From an optimization exercise on the open Yosys and OpenROAD flow, aimed at small area, a short achievable clock period and few clock cycles per item; shortcuts taken in it are not production practice.
In this exercise RTL edits were held to simulation tests only and were not proved equivalent to the original.

==> flow/design.v, too long to show whole: its modules and the start of the top module <==
// module w2rgb_gamma_rom: 2058 lines
// module w2rgb_red_lo_rom: 2058 lines
// module w2rgb_mul_rom0: 7 lines
// module w2rgb_mul_rom1: 7 lines
// module w2rgb_mul_rom2: 7 lines
// module wavelength_to_rgb_core: 118 lines
module wavelength_to_rgb_core (
  input  logic        clk_i,
  input  logic        rst_ni,
  input  logic        in_valid_i,
  output logic        in_ready_o,
  input  logic [13:0] wavelength_i,
  output logic        out_valid_o,
  input  logic        out_ready_i,
  output logic [7:0]  red_o,
  output logic [7:0]  green_o,
  output logic [7:0]  blue_o
);
  // ...
==> flow/run.sh <==
#!/bin/bash
# synth_recipe.tcl (not shown) runs the flow's synth.tcl, then flattens the netlist and writes it again
# the make line also repeats each setting of config.mk as NAME=value (left out here)
make -C /OpenROAD-flow-scripts/flow DESIGN_CONFIG=/design/flow/config.mk WORK_HOME=/design/flow/orfs CLKGATE_MAP_FILE= SYNTH_SCRIPT=/design/flow/synth_recipe.tcl finish
==> flow/config.mk <==
export PLATFORM = sky130hd
export DESIGN_NAME = wavelength_to_rgb_core
export DESIGN_NICKNAME = wavelength_to_rgb_core
export VERILOG_FILES = /design/flow/design.v
export SDC_FILE = /design/flow/constraint.sdc
export NUM_CORES = 4
export LEC_CHECK = 0
export ABC_AREA = 1
export CAP_MARGIN = 20
export CORE_MARGIN = 2
export CORE_UTILIZATION = 45
export SETUP_SLACK_MARGIN = 2.75
export SLEW_MARGIN = 20
export SYNTH_MEMORY_MAX_BITS = 32768
==> flow/constraint.sdc <==
create_clock -name core_clock -period 7.0 [get_ports {clk_i}]
set_input_delay 1.4000 -clock core_clock [delete_from_list [all_inputs] [get_ports {clk_i}]]
set_output_delay 1.4000 -clock core_clock [all_outputs]
set_load 0.01 [all_outputs]
==> results.json, run 1 <==
{
  "yosysMostFrequentCell": "nand2_1",
  "largest_class": "multi-input gates",
  "use_met2_pct": 56.9,
  "cts.sinks": 64,
  "m1WireLength_microns": 17100,
  "met2WireLength_microns": 20300,
  "grt-busiest-layer": "met2",
  "yosysTopAreaCell": "edfxtp_1",
  "clk_share_pct": 2.53,
  "dieArea_sq_mm": 0.0252,
  "startpoint": "op_q[5]",
  "final_cell_mix": "nand2_1, nor2_1, inv_1, o21ai_0, a21oi_1",
  "cts_tree": "done",
  "crit_type": "flip-flop to flip-flop",
  "fin_cells": 2103,
  "met1_usage_pct": 45.1,
  "fillers": 2451,
  "via_count": 13600,
  "status": "timing/DRC/antenna clean",
  "post-route-min-period_ns": 4.06,
  "ff_latch_area_sq_mm": 0.00190,
  "slew_violations": 0,
  "place_inst": 2057,
  "worst_pin_slew_ns": 1.10,
  "dieWidth_microns": 159,
  "drtPass1Iterations": 12,
  "reg2reg_depth": 20,
  "dpl_cell_area_sq_mm": 0.0114,
  "initial_utilization_pct": 45.9,
  "crit_path_top_delay_cell": "fa_1",
  "gr-total-overflow": 0,
  "worstPathArrival_ns": 4.15
}
Testbench counts, summed over its fixed seeds: cycles 24,032, items 24,000.
==> run 2, diff against run 1 <==
--- a/flow/config.mk
+++ b/flow/config.mk
@@ -11,3 +11,3 @@
 export CORE_UTILIZATION = 45
-export SETUP_SLACK_MARGIN = 2.75
+export SETUP_SLACK_MARGIN = 3.2
 export SLEW_MARGIN = 20
==> results.json, run 2 <==
{
  "status": "timing/DRC/antenna clean",
  "drtIter0Drc": 1386,
  "maxCapViolations": 0,
  "initial_utilization_pct": 45.9,
  "gr-total-overflow": 0,
  "clkSlewWorstSetupHoldPaths_ns": 0.06,
  "fin_cells": 2145,
  "final_cell_mix": "nand2_1, nor2_1, inv_1, o21ai_0, a21oi_1",
  "syn-num-nets": 1857,
  "clockBufferDepth": 2,
  "synthesis.area_sq_mm": 0.0108,
  "max_slew_margin_pct": 29.1,
  "routed_via_density": 6.45,
  "hold_buffers": 0,
  "syn_area_per_cell_sq_um": 6.12,
  "root_buffer": "clkbuf_16",
  "routed_wl_microns": 49000,
  "die_y_microns": 159,
  "fin_nets": 1920,
  "grt_pass1_vias": 12800,
  "yosysTopAreaCell": "edfxtp_1",
  "cts.sinks": 64,
  "yosysMostFrequentCell": "nand2_1",
  "antenna_found_initial": 2,
  "synth-edff-count": 60,
  "synth_top_area_share_pct": 16.7,
  "synth_cell_type_count": 62,
  "drtPass1Iterations": 9,
  "pin_count": 44,
  "cts_tree": "done",
  "synth-seq-area-share_pct": 17.7,
  "cp-start-kind": "flip-flop",
  "slew_violations": 0,
  "layout_commonest_cell": "nand2_1",
  "worst_slack_ns": 3.18,
  "largestRegisters": "idx_q: 11 flops, op_q: 11 flops, w1_q: 11 flops",
  "core_area_sq_mm": 0.0235,
  "syn_to_final_growth_pct": 21.9,
  "final_hold_viol_count": 0,
  "post-route-min-period_ns": 3.82,
  "grt_pass1_wl_microns": 72700,
  "crit_type": "flip-flop to flip-flop",
  "critPathCaptureType": "flip-flop",
  "synthCells": 1758,
  "whs_ns": 0.419,
  "hold_class": "flip-flop to flip-flop",
  "h-tree-depth": 3,
  "worst_pin_slew_ns": 1.06,
  "place_inst": 2062,
  "dp_slack_ns": 2.16,
  "fmax_mhz": 261,
  "fillers": 2343,
  "synth_area_leaders": "edfxtp_1, nand2_1, ha_1",
  "synthArstFlopShare_pct": 6.25,
  "rsz0062_at_grt": "true",
  "via_count": 13800,
  "critPathMaxFanout": 16,
  "worstPathArrival_ns": 3.91,
  "dieArea_sq_mm": 0.0252,
  "gp_congestion": 1.06,
  "post-route-drc-count": 0,
  "wire_per_inst_microns": 22.9,
  "dp_hpwl_microns": 33800,
  "ys_ff_latch": 64,
  "n_antenna_cell": 0,
  "numCtsBuffers": 9,
  "grt_use_total_pct": 38.0,
  "port_buffers": 43,
  "cp.required_ns": 7.09,
  "finClkSkew_ns": 0.00740,
  "yosys_warnings": 3,
  "grt_max_degree": 68,
  "setup_viol": 0,
  "synth_flop_cell": "edfxtp_1",
  "tns_ns": 0,
  "period_share_pct": 54.6,
  "drive_above_1_share_pct": 16.6,
  "stdcell_area_sq_mm": 0.0131,
  "ant_nets": 0,
  "dpl_cell_area_sq_mm": 0.0114,
  "core.rowCount": 56,
  "insertion_delay_ns": 0.33,
  "dieWidth_microns": 159,
  "synthTopCellsByCount": "nand2_1, nor2_1, inv_1, o21ai_0, a21oi_1",
  "final_util_pct": 55.9
}
[run 2: cell count changes in the layout (fill, tap and decap cells not counted), moves of 14 or more]
cell	change
buf_4	+37
ha_1	-19
ha_4	+14
inv_1	-20
nor2_1	-19
o21ai_0	-21
[run 2: worst paths after layout]
kind                               end  slack, ns  cells after the start        start
setup / recovery             idx_q[10]       3.18                     17  route2_q[0]
hold / removal             route4_q[1]       0.42                      0  route3_q[1]
setup reg to reg             idx_q[10]       3.18                     17  route2_q[0]
hold reg to reg            route4_q[1]       0.42                      0  route3_q[1]
max in group asynchronous       v_q[2]       5.55                      1       rst_ni
min in group asynchronous       v_q[0]       1.27                      1       rst_ni
[run 2: routing by layer]
metal | up-vias | global-route usage [%] | wire, microns
li1 | 6200 | - | -
met1 | 6268 | 44.4 | 17200
met2 | 1027 | 60.2 | 21600
met3 | 327 | 10.8 | 5990
met4 | 4 | 26.3 | 4160
met5 | - | 0 | 25
[run 2: critical path, cell delays in order (launching register included)]
cell	delay (ns)
edfxtp_1	0.40
buf_4	0.18
buf_4	0.21
nor2_2	0.22
inv_1	0.17
o21ai_2	0.19
o21ai_1	0.10
a32o_2	0.28
fa_1	0.53
inv_2	0.05
ha_4	0.16
a21o_4	0.23
a31oi_4	0.22
nor2_2	0.08
a2111oi_4	0.35
nand2_1	0.09
nand2_1	0.07
nand2_1	0.05
[run 2: final cells by class]
cell class	count	area, sq um	area share [%]
multi-input cells	1397	8440	64.3
flip-flops and latches	64	1900	14.5
repair buffers	129	1130	8.58
inverters	219	862	6.57
well taps	319	399	3.04
clock buffers	10	229	1.75
clock inverters	6	155	1.18
repair inverters	1	5.00	0.0381
[run 2: cells by family after synthesis]
group | count (synthesis) | synth area share, %
buffers and inverters | 297 | 10.9
xor gates and xnor gates | 24 | 2.09
and+or+nand+nor | 760 | 29.2
DFF | 64 | 17.7
adders and majority gates | 81 | 10.3
AOI/OAI and AO/OA | 532 | 29.8
[run 2: what timing repair did]
action                     4_1_cts  5_1_grt
gates cloned                     1        0
hold endpoints to repair         0        0
gates resized for setup         43      179
setup buffers                   37       29
setup endpoints to repair       12       11
pin swaps                        5       59
==> run 3, diff against run 2 <==
--- a/flow/config.mk
+++ b/flow/config.mk
@@ -11,3 +11,3 @@
 export CORE_UTILIZATION = 45
-export SETUP_SLACK_MARGIN = 3.2
+export SETUP_SLACK_MARGIN = 2.9
 export SLEW_MARGIN = 20
==> results.json, run 3 <==
{
  "status": "timing/DRC/antenna clean",
  "grt_pass1_vias": 12300,
  "gp_congestion": 1.09,
  "cp-start-kind": "flip-flop",
  "port_buffers": 43,
  "synth_cell_type_count": 62,
  "setup_viol": 0,
  "numCtsBuffers": 9,
  "yosysMostFrequentCell": "nand2_1",
  "ys_ff_latch": 64,
  "yosys_warnings": 3,
  "synthesis.area_sq_mm": 0.0108,
  "routed_via_density": 6.49,
  "synth-seq-area-share_pct": 17.7,
  "crit_type": "flip-flop to flip-flop",
  "layout_commonest_cell": "nand2_1",
  "dpl_cell_area_sq_mm": 0.0114,
  "drive_above_1_share_pct": 10.7,
  "largestRegisters": "idx_q: 11 flops, op_q: 11 flops, w1_q: 11 flops",
  "clockBufferDepth": 2,
  "yosys.area_share.adder_pct": 10.3,
  "syn-num-nets": 1857,
  "initial_utilization_pct": 45.9,
  "worst_pin_slew_ns": 1.13,
  "dieArea_sq_mm": 0.0252,
  "ant_nets": 0,
  "routed_wl_microns": 47500,
  "fin_nets": 1894,
  "core_area_sq_mm": 0.0235,
  "finClkSkew_ns": 0.0102,
  "worst_slack_ns": 3.04,
  "rsz0062_at_grt": "true",
  "insertion_delay_ns": 0.33,
  "pin_count": 44,
  "place_inst": 2057,
  "synth.mux.area_fraction_pct": 0,
  "h-tree-depth": 3,
  "gr-total-overflow": 0,
  "synthTopCellsByCount": "nand2_1, nor2_1, inv_1, o21ai_0, a21oi_1",
  "period_share_pct": 56.5,
  "root_buffer": "clkbuf_16",
  "fin_cells": 2121,
  "stdcell_area_sq_mm": 0.0124,
  "critPathMaxFanout": 10,
  "hold_class": "flip-flop to flip-flop",
  "grt_pass1_wl_microns": 70500,
  "critPathMaxStageDelay_ns": 0.49,
  "synth_xor_area_share_pct": 2.09,
  "critPathCaptureType": "flip-flop",
  "cp.required_ns": 7.07,
  "synth_flop_cell": "edfxtp_1",
  "cts_tree": "done",
  "post-route-min-period_ns": 3.96,
  "whs_ns": 0.418,
  "final_util_pct": 52.7,
  "max_slew_margin_pct": 24.6,
  "antenna_found_initial": 6,
  "clkSlewWorstSetupHoldPaths_ns": 0.06,
  "synth_top_area_share_pct": 16.7,
  "core.rowCount": 56,
  "synth_area_leaders": "edfxtp_1, nand2_1, ha_1",
  "cts.sinks": 64,
  "wire_per_inst_microns": 22.4,
  "synth_compound_area_share_pct": 29.8,
  "final_cell_mix": "nand2_1, nor2_1, inv_1, o21ai_0, a21oi_1",
  "crit_chain": "clkinv_4, ha_4, nand2_1, nand2_1, a21oi_1, o21ai_0, nand2_1, nand2_1, o221ai_1, a21oi_1, fa_1, ha_1, nand3_1, nand2_1, nand2_1, nand2_1, nand2_1, nand2_1, nand2_1, nand2_1, nand2_1, nand2_1",
  "crit_buf_inv": 1,
  "crit_path_top_delay_cell": "fa_1",
  "synthCells": 1758,
  "syn_to_final_growth_pct": 14.9,
  "dieWidth_microns": 159,
  "fillers": 2404,
  "via_count": 13800,
  "critical_path.top_delay_family": "simple AND/OR/NAND/NOR gates",
  "post-route-drc-count": 0,
  "tns_ns": 0,
  "synth_top_family_by_area": "compound AO/OA/AOI/OAI gates",
  "dp_hpwl_microns": 32600,
  "grt_use_total_pct": 36.8,
  "synthArstFlopShare_pct": 6.25,
  "dp_slack_ns": 2.13,
  "grt_max_degree": 68,
  "synth-simple-area-share_pct": 29.2,
  "syn_area_per_cell_sq_um": 6.12,
  "synth-edff-count": 60,
  "die_y_microns": 159,
  "crit_path_frequent_cell": "nand2_1",
  "worstPathArrival_ns": 4.03,
  "maxCapViolations": 0,
  "slew_violations": 0,
  "yosysTopAreaCell": "edfxtp_1",
  "drtIter0Drc": 2107,
  "final_hold_viol_count": 0,
  "fmax_mhz": 253,
  "drtPass1Iterations": 10
}
## run 3: changes by cell type in the layout (fill, tap and decap cells not counted), sizes merged, moves of 2 or more
cell	delta
buf	-27
bufinv	-4
inv	+3
diode	+2
## run 3: worst register-to-register path: stages, from the launching register on
cell	delay, ns
edfxtp_1	0.46
clkinv_4	0.18
ha_4	0.34
nand2_1	0.12
nand2_1	0.13
a21oi_1	0.06
o21ai_0	0.18
nand2_1	0.10
nand2_1	0.07
o221ai_1	0.13
a21oi_1	0.36
fa_1	0.49
ha_1	0.32
nand3_1	0.10
nand2_1	0.06
nand2_1	0.06
nand2_1	0.08
nand2_1	0.06
nand2_1	0.11
nand2_1	0.12
nand2_1	0.05
nand2_1	0.06
nand2_1	0.06
## run 3: kinds of logic (layout without fill, tap and decap cells)
family                   after synthesis  count (layout)
flip-flops                            64              64
AND/OR/NAND/NOR                      760             760
AO/OA/AOI/OAI                        532             532
adder cells (fa/ha/maj)               81              81
XOR/XNOR                              24              24
buffers and inverters                297             339
other                                  0               2
## run 3: what timing repair did
item / in CTS / in global routing
setup endpoints to repair: 11 / 11
buffers inserted: 24 / 20
gates resized for setup: 15 / 74
cloned: 1 / 1
endpoints found under the hold margin: 0 / 0
pin swaps: 1 / 10
hold buffers: 0 / 0
## run 3: path summary, 6_finish.rpt
kind / startpoint / to / cells past startpoint / slack (ns)
max in group asynchronous: rst_ni / v_q[1] / 1 / 5.56
worst min register to register: route3_q[2] / route4_q[2] / 0 / 0.42
worst min-delay path: route3_q[2] / route4_q[2] / 0 / 0.42
min in group asynchronous: rst_ni / v_q[0] / 1 / 1.27
worst max-delay path: op_q[1] / idx_q[4] / 22 / 3.04
worst max register to register: op_q[1] / idx_q[4] / 22 / 3.04
## run 3: cell type report
cell class	count	area, sq um	area share, %
multi-input combinational	1397	7970	64.5
inverter	219	845	6.83
tap	319	399	3.23
sequential	64	1900	15.4
antenna	2	5.00	0.0405
clock buffer	9	225	1.82
timing repair buffer	103	930	7.52
clock inverter	7	78.8	0.638
timing repair inverter	1	7.51	0.0607
## run 3: layer usage
metal	track usage, %	wire length [microns]
met4	20.5	3610
met2	57.2	20600
met3	11.7	6500
met5	0	13
met1	45.1	16800

-- port drivers added, routing unchanged --
The flow's constraints put no driver on any port. The routed layouts listed below were extracted and timed again, unchanged, in two steps. Step 1 sets driving cells, clkbuf_16 on the clock port and buf_2 on the other inputs (assumed; they add their load-dependent delay and slew). Step 2 adds t to the input delays and takes it off the output delays; t is the mean of the earliest and latest rising clock arrival at the registers after step 1. Input paths then give back, and output paths get back, about the clock's delay inside the block. Slacks: no drivers / after step 1 / after step 2; pairs: no drivers / after step 1.
| run | t (ns) | slack for setup (ns) | worst register clock-pin slew, ns |
|---|---|---|---|
| run 1 | 0.366 | 2.935 / 2.935 / 2.935 | 0.06 / 0.06 |
| run 2 | 0.365 | 3.176 / 3.176 / 3.176 | 0.06 / 0.06 |
| run 3 | 0.365 | 3.043 / 3.039 / 3.039 | 0.06 / 0.06 |
After both steps setup and hold are still met in every run listed. For run 3, which loses most, drivers alone change the setup slack by -0.004 ns; drivers and shift together by -0.004 ns.
